From an optimization exercise on the open Yosys and OpenROAD flow, aimed at small area, a short achievable clock period and few clock cycles per item; shortcuts taken in it are not production practice. At most, simulation tests tie the RTL to the original design; equivalence was not proved. Power is estimated from default activity; no workload was simulated.

==> inputs of build 3 <==
==> flow/design.v (excerpt) <==
module serial_frame_to_omni_motor_drive
(
  input  logic                   clk,
  input  logic                   rst_n,
  input  logic                   in_valid,
  output logic                   in_ready,
  input  logic [7:0]             in_data,
  output logic                   out_valid,
  input  logic                   out_ready,
  output logic [1:0]             out_motor_index,
  output logic                   out_forward_pin,
  output logic                   out_reverse_pin,
  output logic [15:0]            out_duty,
  output logic                   out_status_led,
  output logic                   out_last,
  input  logic                   cfg_we,
  input  logic [1:0]             cfg_index,
  input  logic [15:0]            cfg_data
);
Settings: LEC_CHECK=0, CAP_MARGIN=20, CORE_MARGIN=2, CORE_UTILIZATION=60, CTS_BUF_LIST=sky130_fd_sc_hd__clkbuf_4 sky130_fd_sc_hd__clkbuf_8, SETUP_SLACK_MARGIN=4.2, SLEW_MARGIN=20; clock period 7.0 ns.
run.sh (not shown) runs the stock make flow with config.mk's settings and CLKGATE_MAP_FILE= SYNTH_SCRIPT=/design/flow/synth_recipe.tcl, a recipe that flattens the netlist after the stock synthesis.
==> inputs of trial 11, as changes to build 3 <==
--- a/flow/design.v
+++ b/flow/design.v
@@ -118,19 +118,21 @@
 );
   logic [15:0] period_r;
   logic [2:0]  gain_r;
   logic [7:0]  brake_r;
   logic [7:0]  slot_r [sfomd_pkg::FRAME_KEPT];
   logic [5:0]  pos_r;
   logic [6:0]  pos_inc;
+  logic [6:0]  wsel_r;      
+  logic [6:0]  sa_r, sb_r;  
   logic        in_ready_r;
   logic        jp_r;
   logic        cap_v;
   logic [1:0]  mw_r;
-  logic [7:0]  op_r, oth_r;
+  logic signed [10:0] op_r, oth_r;
   logic signed [13:0] turn_r;
   logic        m_v, m_ph;
   logic signed [13:0] m_r;
   logic [2:0]  ctl_r [4];
   logic        acc_v;
   logic [28:0] acc_s, acc_c;
   logic        a_fwd, a_rev;
@@ -143,66 +145,86 @@
   logic [15:0] o_duty;
   logic accept, end_acc, out_free, deliver, do_d1, x_free, do_c, do_a, do_b;
   logic do_mix, mix_last, judge;
   logic jp_nxt, cap_v_nxt, cap_g_nxt, m_v_nxt, m_ph_nxt, jposs_nxt;
   logic [1:0] mw_nxt;
   assign accept   = in_valid && in_ready_r;
   assign end_acc  = accept && (in_data == sfomd_pkg::END_BYTE);
-  assign out_free = !out_valid_r || out_ready;
+  assign out_free = !out_valid_r;
   assign deliver  = x_v && x_ph && out_free;
   assign do_d1    = x_v && !x_ph;
   assign x_free   = !x_v || deliver;
   assign do_c     = acc_v && x_free;
   assign do_a     = m_v && !m_ph && (!acc_v || do_c);
   assign do_b     = m_v && m_ph;
   assign do_mix   = cap_v && (!m_v || do_b);
   assign mix_last = do_mix && (mw_r == 2'd3);
   assign judge    = jp_r && (!cap_v || mix_last);
-  logic [6:0]  k0, k1, k2, k3, k4, k5, kk;
-  logic [6:0]  ks1, kc1, ks2, kc2, ks3, kc3, ka, kb, kq, kg;
+  logic [6:0]  k0, k1, k2, k3, k4, k5;
+  logic [6:0]  ks1, kc1, ks2, kc2, ks3, kc3, ka, kb, sm;
   logic        good;
-  logic signed [10:0] s4;
-  logic signed [13:0] turn;
-  assign k0  = slot_r[0][6:0];
-  assign k1  = slot_r[1][6:0];
-  assign k2  = slot_r[2][6:0];
-  assign k3  = slot_r[3][6:0];
-  assign k4  = slot_r[4][6:0];
-  assign k5  = slot_r[5][6:0];
-  assign kk  = slot_r[6][6:0];
+  assign k0  = wsel_r[0] ? 7'd0 : slot_r[0][6:0];
+  assign k1  = wsel_r[1] ? 7'd0 : slot_r[1][6:0];
+  assign k2  = wsel_r[2] ? 7'd0 : slot_r[2][6:0];
+  assign k3  = wsel_r[3] ? 7'd0 : slot_r[3][6:0];
+  assign k4  = wsel_r[4] ? 7'd0 : slot_r[4][6:0];
+  assign k5  = wsel_r[5] ? 7'd0 : slot_r[5][6:0];
   assign ks1 = k0 ^ k1 ^ k2;
   assign kc1 = {((k0 & k1) | (k0 & k2) | (k1 & k2)), 1'b0};
   assign ks2 = k3 ^ k4 ^ k5;
   assign kc2 = {((k3 & k4) | (k3 & k5) | (k4 & k5)), 1'b0};
   assign ks3 = ks1 ^ kc1 ^ ks2;
   assign kc3 = {((ks1 & kc1) | (ks1 & ks2) | (kc1 & ks2)), 1'b0};
   assign ka  = ks3 ^ kc3 ^ kc2;
   assign kb  = {((ks3 & kc3) | (ks3 & kc2) | (kc3 & kc2)), 1'b0};
-  assign kq  = ka ^ kb ^ kk;
-  assign kg  = (ka & kb) | ((ka ^ kb) & ~kk);
-  assign good = !slot_r[6][7] && !kq[0] && (kg[5:0] == kq[6:1]);
-  assign s4   = $signed({1'b0, slot_r[4], 2'b00}) - 11'sd255;
-  assign turn = $signed({1'b0, gain_r}) * s4;
-  logic signed [10:0] sv;
+  assign sm  = sa_r + sb_r;
+  assign good = !slot_r[6][7] && (sm == slot_r[6][6:0]);
+  logic signed [10:0] s4, s4n;
+  logic signed [13:0] trow1, trow0, turn;
+  logic [1:0]  td1;
+  logic signed [2:0] td0;
+  assign s4    = {3'({1'b0, slot_r[4][7:6]} - 3'd1), slot_r[4][5:0], 2'b01};
+  assign s4n   = {3'({1'b0, ~slot_r[4][7:6]} - 3'd3), ~slot_r[4][5:0], 2'b11};
+  assign td1   = {1'b0, gain_r[2]} + {1'b0, gain_r[1]};
+  assign td0   = $signed({2'b00, gain_r[0]}) - $signed({1'b0, gain_r[1], 1'b0});
+  assign trow1 = (td1 == 2'd2) ? 14'(s4) <<< 3 : (td1 == 2'd1) ? 14'(s4) <<< 2 : 14'sd0;
+  assign trow0 = (td0 == 3'sd1)  ? 14'(s4)
+               : (td0 == -3'sd1) ? 14'(s4n)
+               : (td0 == -3'sd2) ? 14'(s4n) <<< 1 : 14'sd0;
+  assign turn  = trow1 + trow0;
+  logic signed [10:0] s2, s3;
   logic signed [13:0] v;
-  assign sv = $signed({1'b0, op_r, 2'b00}) - 11'sd255;
-  assign v  = mw_r[1] ? (turn_r - 14'(sv)) : (turn_r + 14'(sv));
+  assign s2 = {3'({1'b0, slot_r[2][7:6]} - 3'd1), slot_r[2][5:0], 2'b01};
+  assign s3 = {3'({1'b0, slot_r[3][7:6]} - 3'd1), slot_r[3][5:0], 2'b01};
+  assign v  = turn_r + 14'(op_r);
   logic [14:0] vx_mix, vx_m;
   logic [2:0]  ctl_mix [4];
   logic [2:0]  ctl_lo [3];
+  logic [2:0]  ctl_hi [4];
+  logic [2:0]  ctl_nxt [4];
   assign vx_mix = {v, 1'b0};
   assign vx_m   = {m_r, 1'b0};
   for (genvar k = 0; k < 4; k++) begin : g_enc_hi
     sfomd_benc u_enc (.dg(vx_mix[2*(k+3) +: 3]), .s(v[13]), .ctl(ctl_mix[k]));
   end
   for (genvar k = 0; k < 3; k++) begin : g_enc_lo
     sfomd_benc u_enc (.dg(vx_m[2*k +: 3]), .s(m_r[13]), .ctl(ctl_lo[k]));
   end
+  for (genvar k = 0; k < 4; k++) begin : g_enc_hold
+    sfomd_benc u_enc (.dg(vx_m[2*(k+3) +: 3]), .s(m_r[13]), .ctl(ctl_hi[k]));
+  end
+  always_comb begin
+    for (int k = 0; k < 4; k++) begin
+      if (do_mix)        ctl_nxt[k] = ctl_mix[k];
+      else if (m_ph_nxt) ctl_nxt[k] = (k < 3) ? ctl_lo[k] : 3'b000;
+      else               ctl_nxt[k] = ctl_hi[k];
+    end
+  end
   logic [28:0] prod_s, prod_c;
-  logic        brk;
+  logic        brk, brk_r;
   sfomd_mul u_mul (
     .period (period_r),
     .ctl0   (ctl_r[0]),
     .ctl1   (ctl_r[1]),
     .ctl2   (ctl_r[2]),
     .ctl3   (ctl_r[3]),
     .ph     (m_ph),
@@ -232,16 +254,16 @@
   assign cap_g_nxt = judge || (cap_v && !mix_last);
   assign jposs_nxt = !cap_g_nxt || ((mw_nxt == 2'd3) && (!m_v_nxt || m_ph_nxt));
   always_ff @(posedge clk) begin
     if (!rst_n) begin
       period_r    <= sfomd_pkg::PWM_PERIOD_RST;
       gain_r      <= sfomd_pkg::ROTATION_GAIN_RST;
       brake_r     <= sfomd_pkg::BRAKE_BELOW_RST;
-      for (int i = 0; i < sfomd_pkg::FRAME_KEPT; i++) slot_r[i] <= '0;
       pos_r       <= '0;
+      wsel_r      <= 7'd1;
       in_ready_r  <= 1'b1;
       jp_r        <= 1'b0;
       cap_v       <= 1'b0;
       mw_r        <= '0;
       m_v         <= 1'b0;
       m_ph        <= 1'b0;
       acc_v       <= 1'b0;
@@ -256,19 +278,20 @@
           sfomd_pkg::CFG_PWM_PERIOD:    period_r <= cfg_data;
           sfomd_pkg::CFG_ROTATION_GAIN: gain_r   <= cfg_data[2:0];
           sfomd_pkg::CFG_BRAKE_BELOW:   brake_r  <= cfg_data[7:0];
           default: ;
         endcase
       end
       if (accept) begin
-        if (pos_r < 6'(sfomd_pkg::FRAME_KEPT)) slot_r[pos_r[2:0]] <= in_data;
         if (in_data == sfomd_pkg::END_BYTE || pos_inc >= 7'(sfomd_pkg::WRAP_SLOTS)) begin
-          pos_r <= '0;
+          pos_r  <= '0;
+          wsel_r <= 7'd1;
         end else begin
-          pos_r <= pos_inc[5:0];
+          pos_r  <= pos_inc[5:0];
+          wsel_r <= {wsel_r[5:0], 1'b0};
         end
       end
       jp_r       <= jp_nxt;
       in_ready_r <= !(jp_nxt && !jposs_nxt);
       cap_v      <= cap_v_nxt;
       mw_r       <= mw_nxt;
       m_v        <= m_v_nxt;
@@ -291,36 +314,43 @@
         if (o_idx == 2'd3) o_led <= !o_led;
       end else if (out_ready) begin
         out_valid_r <= 1'b0;
       end
     end
   end
   always_ff @(posedge clk) begin
+    for (int j = 0; j < sfomd_pkg::FRAME_KEPT; j++) begin
+      if (!rst_n || (accept && wsel_r[j])) slot_r[j] <= rst_n ? in_data : 8'd0;
+    end
+  end
+  always_ff @(posedge clk) begin
+    if (accept) begin
+      sa_r <= ka;
+      sb_r <= kb;
+    end
     if (judge) begin
-      op_r   <= slot_r[2];
-      oth_r  <= slot_r[3];
+      op_r   <= s2;
+      oth_r  <= s3;
       turn_r <= turn;
     end else if (do_mix) begin
       op_r   <= oth_r;
-      oth_r  <= op_r;
+      oth_r  <= -op_r;
     end
     if (do_mix) begin
       m_r <= v;
-      for (int k = 0; k < 4; k++) ctl_r[k] <= ctl_mix[k];
-    end else if (do_a) begin
-      for (int k = 0; k < 3; k++) ctl_r[k] <= ctl_lo[k];
-      ctl_r[3] <= 3'b000;
     end
+    for (int k = 0; k < 4; k++) ctl_r[k] <= ctl_nxt[k];
+    if (do_a) brk_r <= brk;
     if (do_a || do_b) begin
       acc_s <= prod_s;
       acc_c <= prod_c;
     end
     if (do_b) begin
-      a_fwd <= brk || !m_r[13];
-      a_rev <= brk || m_r[13];
+      a_fwd <= brk_r || !m_r[13];
+      a_rev <= brk_r || m_r[13];
     end
     if (do_c) begin
       x_r   <= acc_s + acc_c;
       x_fwd <= a_fwd;
       x_rev <= a_rev;
     end else if (do_d1) begin
       x_r[19:0] <= part;
==> flow/config.mk (replaced) <==
export PLATFORM = sky130hd
export DESIGN_NAME = serial_frame_to_omni_motor_drive
export DESIGN_NICKNAME = serial_frame_to_omni_motor_drive
export VERILOG_FILES = /design/flow/design.v
export SDC_FILE = /design/flow/constraint.sdc
export NUM_CORES = 4
export LEC_CHECK = 0
export CAP_MARGIN = 20
export CORE_MARGIN = 2
export CORE_UTILIZATION = 40
export CTS_BUF_LIST = sky130_fd_sc_hd__clkbuf_4 sky130_fd_sc_hd__clkbuf_8
export SETUP_SLACK_MARGIN = 4.0
export SLEW_MARGIN = 20
==> inputs of trial 45, as changes to build 3 <==
--- a/flow/design.v
+++ b/flow/design.v
@@ -52,52 +52,34 @@
   assign c2    = {((s1 & c1) | (s1 & op3) | (c1 & op3)), 1'b0};
   assign sum_s = s2 ^ c2 ^ op4;
   assign sum_c = {((s2 & c2) | (s2 & op4) | (c2 & op4)), 1'b0};
 endmodule
 module sfomd_duty
 (
   input  logic [28:0] x,
-  output logic [19:0] part    
+  output logic [15:0] duty
 );
   logic [7:0] a2, a1, a0;
   logic       sat;
-  logic [8:0] u;
-  logic [7:0] ts;
-  logic [8:0] tc;
-  logic       g71, p71, ge1, ge2;
+  logic [8:0] u, u1, u2, l;
+  logic [9:0] t;
+  logic       ge1, ge2;
+  logic [7:0] h;
   assign a2  = x[23:16];
   assign a1  = x[15:8];
   assign a0  = x[7:0];
   assign sat = (x[28:24] != '0) || (a2 == 8'hff);
   assign u   = {1'b0, a2} + {1'b0, a1};
-  assign ts  = a2 ^ a1 ^ a0;
-  assign tc  = {((a2 & a1) | (a2 & a0) | (a1 & a0)), 1'b0};
-  always_comb begin
-    g71 = 1'b0;
-    p71 = 1'b1;
-    for (int i = 1; i < 8; i++) begin
-      g71 = (ts[i] & tc[i]) | ((ts[i] | tc[i]) & g71);
-      p71 = p71 & (ts[i] | tc[i]);
-    end
-  end
-  assign ge1  = tc[8] | g71 | (p71 & ts[0]);
-  assign ge2  = tc[8] & (g71 | p71);
-  assign part = {sat, ge2, ge1, a2, u};
-endmodule
-module sfomd_duty_fin
-(
-  input  logic [19:0] part,
-  output logic [15:0] duty
-);
-  logic       sat, ge2, ge1;
-  logic [7:0] a2, h;
-  logic [8:0] u, l;
-  assign {sat, ge2, ge1, a2, u} = part;
-  assign l    = ge2 ? u + 9'd2 : (ge1 ? u + 9'd1 : u);
-  assign h    = l[8] ? a2 + 8'd1 : a2;
+  assign u1  = u + 9'd1;
+  assign u2  = u + 9'd2;
+  assign t   = {2'b00, a2} + {2'b00, a1} + {2'b00, a0};
+  assign ge1 = (t >= 10'd255);
+  assign ge2 = (t >= 10'd510);
+  assign l   = ge2 ? u2 : (ge1 ? u1 : u);
+  assign h   = l[8] ? a2 + 8'd1 : a2;
   assign duty = sat ? 16'hffff : {h, l[7:0]};
 endmodule
 `timescale 1ns / 1ps
 module serial_frame_to_omni_motor_drive
 (
   input  logic                   clk,
   input  logic                   rst_n,
@@ -122,109 +104,88 @@
   logic [7:0]  slot_r [sfomd_pkg::FRAME_KEPT];
   logic [5:0]  pos_r;
   logic [6:0]  pos_inc;
   logic        in_ready_r;
   logic        jp_r;
   logic        cap_v;
   logic [1:0]  mw_r;
-  logic [7:0]  op_r, oth_r;
+  logic [7:0]  cx_r, cy_r;
   logic signed [13:0] turn_r;
   logic        m_v, m_ph;
   logic signed [13:0] m_r;
-  logic [2:0]  ctl_r [4];
   logic        acc_v;
   logic [28:0] acc_s, acc_c;
   logic        a_fwd, a_rev;
-  logic        x_v, x_ph;
+  logic        x_v;
   logic [28:0] x_r;
   logic        x_fwd, x_rev;
   logic        out_valid_r;
   logic [1:0]  o_idx;
   logic        o_fwd, o_rev, o_led, o_last;
   logic [15:0] o_duty;
-  logic accept, end_acc, out_free, deliver, do_d1, x_free, do_c, do_a, do_b;
-  logic do_mix, mix_last, judge;
+  logic accept, end_acc, out_free, deliver, x_free, do_c, do_a, do_b, do_mix, mix_last, judge;
   logic jp_nxt, cap_v_nxt, cap_g_nxt, m_v_nxt, m_ph_nxt, jposs_nxt;
   logic [1:0] mw_nxt;
   assign accept   = in_valid && in_ready_r;
   assign end_acc  = accept && (in_data == sfomd_pkg::END_BYTE);
   assign out_free = !out_valid_r || out_ready;
-  assign deliver  = x_v && x_ph && out_free;
-  assign do_d1    = x_v && !x_ph;
+  assign deliver  = x_v && out_free;
   assign x_free   = !x_v || deliver;
   assign do_c     = acc_v && x_free;
   assign do_a     = m_v && !m_ph && (!acc_v || do_c);
   assign do_b     = m_v && m_ph;
   assign do_mix   = cap_v && (!m_v || do_b);
   assign mix_last = do_mix && (mw_r == 2'd3);
   assign judge    = jp_r && (!cap_v || mix_last);
-  logic [6:0]  k0, k1, k2, k3, k4, k5, kk;
-  logic [6:0]  ks1, kc1, ks2, kc2, ks3, kc3, ka, kb, kq, kg;
+  logic [6:0]  sum7;
   logic        good;
   logic signed [10:0] s4;
   logic signed [13:0] turn;
-  assign k0  = slot_r[0][6:0];
-  assign k1  = slot_r[1][6:0];
-  assign k2  = slot_r[2][6:0];
-  assign k3  = slot_r[3][6:0];
-  assign k4  = slot_r[4][6:0];
-  assign k5  = slot_r[5][6:0];
-  assign kk  = slot_r[6][6:0];
-  assign ks1 = k0 ^ k1 ^ k2;
-  assign kc1 = {((k0 & k1) | (k0 & k2) | (k1 & k2)), 1'b0};
-  assign ks2 = k3 ^ k4 ^ k5;
-  assign kc2 = {((k3 & k4) | (k3 & k5) | (k4 & k5)), 1'b0};
-  assign ks3 = ks1 ^ kc1 ^ ks2;
-  assign kc3 = {((ks1 & kc1) | (ks1 & ks2) | (kc1 & ks2)), 1'b0};
-  assign ka  = ks3 ^ kc3 ^ kc2;
-  assign kb  = {((ks3 & kc3) | (ks3 & kc2) | (kc3 & kc2)), 1'b0};
-  assign kq  = ka ^ kb ^ kk;
-  assign kg  = (ka & kb) | ((ka ^ kb) & ~kk);
-  assign good = !slot_r[6][7] && !kq[0] && (kg[5:0] == kq[6:1]);
+  assign sum7 = slot_r[0][6:0] + slot_r[1][6:0] + slot_r[2][6:0]
+              + slot_r[3][6:0] + slot_r[4][6:0] + slot_r[5][6:0];
+  assign good = (slot_r[6] == {1'b0, sum7});
   assign s4   = $signed({1'b0, slot_r[4], 2'b00}) - 11'sd255;
   assign turn = $signed({1'b0, gain_r}) * s4;
+  logic [7:0]  sb;
   logic signed [10:0] sv;
   logic signed [13:0] v;
-  assign sv = $signed({1'b0, op_r, 2'b00}) - 11'sd255;
-  assign v  = mw_r[1] ? (turn_r - 14'(sv)) : (turn_r + 14'(sv));
+  assign sb   = mw_r[0] ? cy_r : cx_r;
+  assign sv   = $signed({1'b0, sb, 2'b00}) - 11'sd255;
+  assign v    = mw_r[1] ? (turn_r - 14'(sv)) : (turn_r + 14'(sv));
+  logic [28:0] prod_s, prod_c;
+  logic        brk;
   logic [14:0] vx_mix, vx_m;
+  logic [2:0]  ctl_r [4];
   logic [2:0]  ctl_mix [4];
   logic [2:0]  ctl_lo [3];
   assign vx_mix = {v, 1'b0};
   assign vx_m   = {m_r, 1'b0};
   for (genvar k = 0; k < 4; k++) begin : g_enc_hi
     sfomd_benc u_enc (.dg(vx_mix[2*(k+3) +: 3]), .s(v[13]), .ctl(ctl_mix[k]));
   end
   for (genvar k = 0; k < 3; k++) begin : g_enc_lo
     sfomd_benc u_enc (.dg(vx_m[2*k +: 3]), .s(m_r[13]), .ctl(ctl_lo[k]));
   end
-  logic [28:0] prod_s, prod_c;
-  logic        brk;
   sfomd_mul u_mul (
     .period (period_r),
     .ctl0   (ctl_r[0]),
     .ctl1   (ctl_r[1]),
     .ctl2   (ctl_r[2]),
     .ctl3   (ctl_r[3]),
     .ph     (m_ph),
     .acc_s  (acc_s),
     .acc_c  (acc_c),
     .sum_s  (prod_s),
     .sum_c  (prod_c)
   );
   assign brk = m_r[13] ? ($signed(m_r) > -$signed({6'd0, brake_r}))
                        : ($signed(m_r) <  $signed({6'd0, brake_r}));
-  logic [19:0] part;
   logic [15:0] duty;
   sfomd_duty u_duty (
     .x    (x_r),
-    .part (part)
-  );
-  sfomd_duty_fin u_duty_fin (
-    .part (x_r[19:0]),
     .duty (duty)
   );
   assign pos_inc   = {1'b0, pos_r} + 7'd1;
   assign jp_nxt    = end_acc || (jp_r && !judge);
   assign cap_v_nxt = judge ? good : (mix_last ? 1'b0 : cap_v);
   assign mw_nxt    = do_mix ? mw_r + 2'd1 : mw_r;
   assign m_v_nxt   = do_mix ? 1'b1 : (do_b ? 1'b0 : m_v);
@@ -242,15 +203,14 @@
       jp_r        <= 1'b0;
       cap_v       <= 1'b0;
       mw_r        <= '0;
       m_v         <= 1'b0;
       m_ph        <= 1'b0;
       acc_v       <= 1'b0;
       x_v         <= 1'b0;
-      x_ph        <= 1'b0;
       out_valid_r <= 1'b0;
       o_idx       <= 2'd3;
       o_led       <= 1'b0;
     end else begin
       if (cfg_we) begin
         case (cfg_index)
           sfomd_pkg::CFG_PWM_PERIOD:    period_r <= cfg_data;
@@ -275,40 +235,35 @@
       m_ph       <= m_ph_nxt;
       if (do_b) begin
         acc_v <= 1'b1;
       end else if (do_c) begin
         acc_v <= 1'b0;
       end
       if (do_c) begin
-        x_v  <= 1'b1;
-        x_ph <= 1'b0;
-      end else begin
-        if (deliver) x_v <= 1'b0;
-        if (do_d1)   x_ph <= 1'b1;
+        x_v <= 1'b1;
+      end else if (deliver) begin
+        x_v <= 1'b0;
       end
       if (deliver) begin
         out_valid_r <= 1'b1;
         o_idx       <= o_idx + 2'd1;
         if (o_idx == 2'd3) o_led <= !o_led;
       end else if (out_ready) begin
         out_valid_r <= 1'b0;
       end
     end
   end
   always_ff @(posedge clk) begin
     if (judge) begin
-      op_r   <= slot_r[2];
-      oth_r  <= slot_r[3];
+      cx_r   <= slot_r[2];
+      cy_r   <= slot_r[3];
       turn_r <= turn;
-    end else if (do_mix) begin
-      op_r   <= oth_r;
-      oth_r  <= op_r;
     end
     if (do_mix) begin
-      m_r <= v;
+      m_r   <= v;
       for (int k = 0; k < 4; k++) ctl_r[k] <= ctl_mix[k];
     end else if (do_a) begin
       for (int k = 0; k < 3; k++) ctl_r[k] <= ctl_lo[k];
       ctl_r[3] <= 3'b000;
     end
     if (do_a || do_b) begin
       acc_s <= prod_s;
@@ -318,16 +273,14 @@
       a_fwd <= brk || !m_r[13];
       a_rev <= brk || m_r[13];
     end
     if (do_c) begin
       x_r   <= acc_s + acc_c;
       x_fwd <= a_fwd;
       x_rev <= a_rev;
-    end else if (do_d1) begin
-      x_r[19:0] <= part;
     end
     if (deliver) begin
       o_fwd  <= x_fwd;
       o_rev  <= x_rev;
       o_duty <= duty;
       o_last <= (o_idx == 2'd2);
     end
==> flow/config.mk (replaced) <==
export PLATFORM = sky130hd
export DESIGN_NAME = serial_frame_to_omni_motor_drive
export DESIGN_NICKNAME = serial_frame_to_omni_motor_drive
export VERILOG_FILES = /design/flow/design.v
export SDC_FILE = /design/flow/constraint.sdc
export NUM_CORES = 4
export LEC_CHECK = 0
export CAP_MARGIN = 20
export CORE_MARGIN = 2
export CORE_UTILIZATION = 40
export SETUP_SLACK_MARGIN = 2.5
export SLEW_MARGIN = 20
==> summary of the runs <==
- Build 3 completed with no timing, DRC or antenna violations. Trial 45 produced a clean layout. Trial 11 ran to the end with no violations.
- Wire length: trial 11 > build 3 > trial 45.
- Critical path depth, lowest first: build 3, trial 11, trial 45.
- Against trial 45, the core utilization of build 3 is higher by 28 points.
- Global-route usage: trial 45 < trial 11 < build 3.
- Power: trial 11 > trial 45 > build 3.
- The lowest fmax belongs to trial 45, the highest to trial 11.
- Between trial 11 and build 3, the lower count of clock-buffer cells in the layout is in build 3 (gap 16).
- Final area, highest first: build 3, trial 11, trial 45.
Testbench counts of build 3, summed over its fixed seeds: cycles 3,184, frames 384.
Testbench counts of trial 11, summed over its fixed seeds: cycles 3,184, frames 384.
The RTL of trial 45 was laid out without a check of its function.

static timing again, ports no longer ideal:
The flow's constraints put no driver on any port. The routed layouts listed below were extracted and timed again, unchanged, in two steps.
Step 1, drivers: a clkbuf_16 drives clk and a buf_2 each remaining input, both assumed.
Step 2, shift: input delay + t, output delay - t, t = (earliest + latest rising clock arrival at the registers) / 2. This alone moves slack from input paths to output paths.
Slacks: no drivers / after step 1 / after step 2; pairs: no drivers / after step 1.
run	t (ns)	setup slack, ns	hold slack, ns	latest minus earliest clock arrival (ns)	pins driven straight from the clock port
build 3	0.617	3.580 / 3.580 / 3.580	0.419 / 0.419 / 0.419	0.037 / 0.037	1
trial 11	0.665	4.047 / 4.047 / 3.553	0.422 / 0.422 / 0.422	0.028 / 0.029	1
trial 45	0.591	2.668 / 2.668 / 2.668	0.410 / 0.410 / 0.410	0.024 / 0.023	1
After both steps setup and hold are still met in every run listed. For trial 11, which loses most, drivers alone change the setup slack by 0.000 ns; drivers and shift together by -0.494 ns.
